Source: an optimization exercise on an open RTL-to-GDS flow (aim: a short achievable clock period and few clock cycles per item). Production flows keep margins and buffers that such runs may drop. Only simulation tests tie the RTL to the original design; equivalence was not proved. Power is estimated from default activity; no workload was simulated.

Setup of run A:
## rv_core
module rv_core (
	input  logic clk,
	input  logic rst,
	output logic [31:0] imem_addr,
	input  logic [31:0] imem_data,
	output logic [31:0] dmem_addr,
	output logic [31:0] dmem_wdata,
	output logic dmem_we,
	input  logic [31:0] dmem_rdata
);
	localparam logic [6:0] OP_LOAD   = 7'b0000011;
	localparam logic [6:0] OP_STORE  = 7'b0100011;
	localparam logic [6:0] OP_OP     = 7'b0110011;
	localparam logic [6:0] OP_OP_IMM = 7'b0010011;
	localparam logic [6:0] OP_BRANCH = 7'b1100011;
	localparam logic [6:0] OP_JAL    = 7'b1101111;
	logic [31:0] pc_f;
	logic [4:0]  rs1_d, rs2_d, rd_d;
	logic [31:0] imm_d, target_d, link_d, nxt_d, lk_d;
	logic        lh_d;
	logic [31:1] sel1_d, sel2_d;  
	logic        byp1_d, byp2_d;  
	logic        wr_d, ld_d, st_d, br_d, jal_d, use1_d, use2_d, useimm_d;
	logic        sub_d, slt_d, and_d, or_d;
	logic [31:0] a_e, b_e, bi_e, target_e, link_e;
	logic [4:0]  rd_e;
	logic        wr_e, ld_e, st_e, br_e, jal_e, zr_e;
	logic        slt_e, and_e, or_e, sub_e, s_add_e, s_sub_e, s_ar_e, s_oth_e;
	logic [31:0] res_m, sd_m, addr_m;
	logic [4:0]  rd_m;
	logic        wr_m, ld_m, we_m;
	logic [31:0] regs [1:31];
	logic stall_d, redirect_e, redirect_d, zt_d, zero_e;
	logic [31:0] ins;
	logic [6:0]  opc_f;
	logic [4:0]  rs1_f, rs2_f, rd_f;
	logic        ld_f, st_f, op_f, opi_f, br_f, jal_f, bra_f;
	logic [31:0] imm_i_f, imm_s_f, imm_b_f, imm_j_f;
	logic [31:0] pc4_f, tgt_b_f, tgt_j_f;
	logic [31:0] pc_out;
	assign imem_addr = pc_out;
	assign ins = imem_data;
	assign opc_f = ins[6:0];
	assign rs1_f = ins[19:15];
	assign rs2_f = ins[24:20];
	assign rd_f  = ins[11:7];
	assign ld_f  = (opc_f == OP_LOAD);
	assign st_f  = (opc_f == OP_STORE);
	assign op_f  = (opc_f == OP_OP);
	assign opi_f = (opc_f == OP_OP_IMM);
	assign br_f  = (opc_f == OP_BRANCH);
	assign jal_f = (opc_f == OP_JAL);
	assign bra_f = br_f && (rs1_f == rs2_f);
  ...
export LEC_CHECK = 0
export CAP_MARGIN = 20
export CORE_MARGIN = 2
export CORE_UTILIZATION = 45
export SETUP_SLACK_MARGIN = 4.0
export SLEW_MARGIN = 20
export SYNTH_HIERARCHICAL = 1
export SYNTH_MINIMUM_KEEP_SIZE = 0
create_clock -name core_clock -period 7.0 [get_ports {clk}]
run.sh (not shown) runs the stock make flow with config.mk's settings and CLKGATE_MAP_FILE= SYNTH_SCRIPT=/design/flow/synth_recipe.tcl, a recipe that flattens the netlist after the stock synthesis.
Testbench counts of run A, summed over its fixed seeds: cycles 107,373, programs 48.
Input changes introduced in run E (baseline for comparison: run A):
--- a/flow/design.v
+++ b/flow/design.v
@@ -107,39 +107,39 @@
 	assign imm_s_f = {{20{ins[31]}}, ins[31:25], ins[11:7]};
 	assign imm_b_f = {{20{ins[31]}}, ins[7], ins[30:25], ins[11:8], 1'b0};
 	assign imm_j_f = {{12{ins[31]}}, ins[19:12], ins[20], ins[30:21], 1'b0};
 	assign pc4_f = pc_f + 32'd4;
 	rv_add2 #(31) u_add_b (.a(pc_f[31:1]), .b(imm_b_f[31:1]), .y(tgt_b_f[31:1]));
 	rv_add2 #(31) u_add_j (.a(pc_f[31:1]), .b(imm_j_f[31:1]), .y(tgt_j_f[31:1]));
 	assign tgt_b_f[0] = pc_f[0];
 	assign tgt_j_f[0] = pc_f[0];
-	localparam int FN = 32;
+	localparam int FN = 16;
 	logic [31:0] fj_tgt [FN];
 	logic [31:0] fj_tag [FN];  
 	logic [FN-1:0] fj_v, fj_m;
 	logic fj_f, fj_hq, seq_q;
 	logic [31:0] fj_t, fj_tq;
 	always_comb begin
 		fj_t = 32'd0;
 		for (int i = 0; i < FN; i++) begin
-			fj_m[i] = fj_v[i] && (pc_f[6:2] == 5'(i)) && (fj_tag[i][31:7] == pc_f[31:7]) &&
+			fj_m[i] = fj_v[i] && (pc_f[5:2] == 4'(i)) && (fj_tag[i][31:6] == pc_f[31:6]) &&
 				(fj_tag[i][1:0] == pc_f[1:0]);
 			fj_t = fj_t | ({32{fj_m[i]}} & fj_tgt[i]);
 		end
 	end
 	assign fj_f = (jal_f && rd_f == 5'd0) || bra_f;
 	logic lr_j;
 	logic [FN-1:0] lr_we;  
 	logic [31:0] lr_a, lr_tj, lr_tb, lr_t, lr_an;
 	assign lr_t = lr_j ? lr_tj : lr_tb;
 	assign lr_an = pc_f - 32'd8;
 	always_ff @(posedge clk) begin
 		for (int i = 0; i < FN; i++)
-			lr_we[i] <= !rst && fj_f && lr_an[6:2] == 5'(i);
+			lr_we[i] <= !rst && fj_f && lr_an[5:2] == 4'(i);
 		lr_j <= ins[3];  
 		lr_a <= lr_an;
 		lr_tj <= tgt_j_f;
 		lr_tb <= tgt_b_f;
 		for (int i = 0; i < FN; i++) begin
 			if (rst)
 				fj_v[i] <= 1'b0;
 			else if (lr_we[i])
@@ -179,47 +179,47 @@
 			else if (br_e && pv_e && bidx_e == 7'(i)) begin
 				if (taken_e && cnt[i] != 2'b11)
 					cnt[i] <= cnt[i] + 2'b01;
 				else if (!taken_e && cnt[i] != 2'b00)
 					cnt[i] <= cnt[i] - 2'b01;
 			end
 		end
 	end
-	localparam int LN = 16;
+	localparam int LN = 8;
 	logic [31:0] lp_key [LN];
 	logic [3:0] lp_trip [LN], lp_cur [LN];
 	logic [LN-1:0] lp_v, lp_conf, lp_m;
 	logic lp_h, lp_k, lp_t, lp_hq, lp_kq, lp_tq;
 	always_comb begin
 		lp_h = 1'b0;
 		lp_k = 1'b0;
 		lp_t = 1'b0;
 		for (int i = 0; i < LN; i++) begin
-			lp_m[i] = lp_v[i] && (pc_f[5:2] == 4'(i)) &&
-				(lp_key[i][31:6] == pc_f[31:6]) && (lp_key[i][1:0] == pc_f[1:0]);
+			lp_m[i] = lp_v[i] && (pc_f[4:2] == 3'(i)) &&
+				(lp_key[i][31:5] == pc_f[31:5]) && (lp_key[i][1:0] == pc_f[1:0]);
 			lp_k = lp_k | lp_m[i];
 			lp_h = lp_h | (lp_m[i] && lp_conf[i]);
 			lp_t = lp_t | (lp_m[i] && lp_conf[i] && lp_cur[i] == lp_trip[i]);
 		end
 	end
 	logic lu_v;
-	logic [3:0] lu_i;
+	logic [2:0] lu_i;
 	assign lu_v = zt_d;
-	assign lu_i = lk_d[5:2];
+	assign lu_i = lk_d[4:2];
 	always_ff @(posedge clk) begin
 		lp_hq <= lp_h;
 		lp_kq <= lp_k;
 		lp_tq <= lp_t;
 		for (int i = 0; i < LN; i++) begin
 			if (rst)
 				lp_v[i] <= 1'b0;
-			else if (lu_v && lu_i == 4'(i))
+			else if (lu_v && lu_i == 3'(i))
 				lp_v[i] <= 1'b1;
-			if (lu_v && lu_i == 4'(i)) begin
+			if (lu_v && lu_i == 3'(i)) begin
 				if (!lh_d) begin
 					lp_key[i] <= lk_d;
 					lp_conf[i] <= 1'b0;
 					lp_cur[i] <= zero_e ? 4'd0 : 4'd1;
 				end else if (!zero_e) begin
 					if (lp_cur[i] != 4'd15)
 						lp_cur[i] <= lp_cur[i] + 4'd1;
 				end else begin
## What came out
Number of fillers in the final layout sits lower in run E than in run A.
As of run E, highest ir drop seen on vdd had fallen by more than 10% compared to run A.
Taking run A as the reference point, the post-synthesis share of cell area spent on full adders, half adders and majority gates of run E rises by 0.38 points.
For run E, the end point of the critical path was bi_e[29]$_DFF_P_, unlike run A, where it was lp_cur[0][3]$_SDFFCE_PP0P_.
Area after synthesis of run E falls short of that of run A by more than a quarter.
Area: run E vs run A -> run E smaller
[compare] base=run A new=run E: post-synthesis instance total shrank by 2930, core utilization fell 0.98 points, total power shrank by about 25%, total wirelength of the detailed-routed design now sits lower.
For run E, the critical path's slowest cell was or3_4, unlike run A, where it was nor4_2.
On run E: buffering overhead is 1.4 points lower than what run A gave.
Compared to run A, run E has horizontal die dimension about 14% lower.
Testbench counts of run E, summed over its fixed seeds: cycles 107,787, programs 48.

-- port drivers added, routing unchanged --
The flow's constraints put no driver on any port. The routed layouts listed below were extracted and timed again, unchanged, in two steps. Step 1 sets driving cells, clkbuf_16 on the clock port and buf_2 on the other inputs (assumed; they add their load-dependent delay and slew). Step 2, shift: input delay + t, output delay - t, t = (earliest + latest rising clock arrival at the registers) / 2. This alone moves slack from input paths to output paths. Three values: no drivers, after step 1, after step 2; two values: the first two.
| run | shift t [ns] | slack for setup (ns) | worst setup path after step 2 | cell pins on the clock port's net |
|---|---|---|---|---|
| run A | 1.164 | 3.608 / 3.576 / 2.678 | input to register | 1 |
| run E | 1.036 | 3.510 / 3.510 / 2.698 | input to register | 1 |
After both steps setup and hold are still met in every run listed. For run A, which loses most, drivers alone change the setup slack by -0.032 ns; drivers and shift together by -0.930 ns.
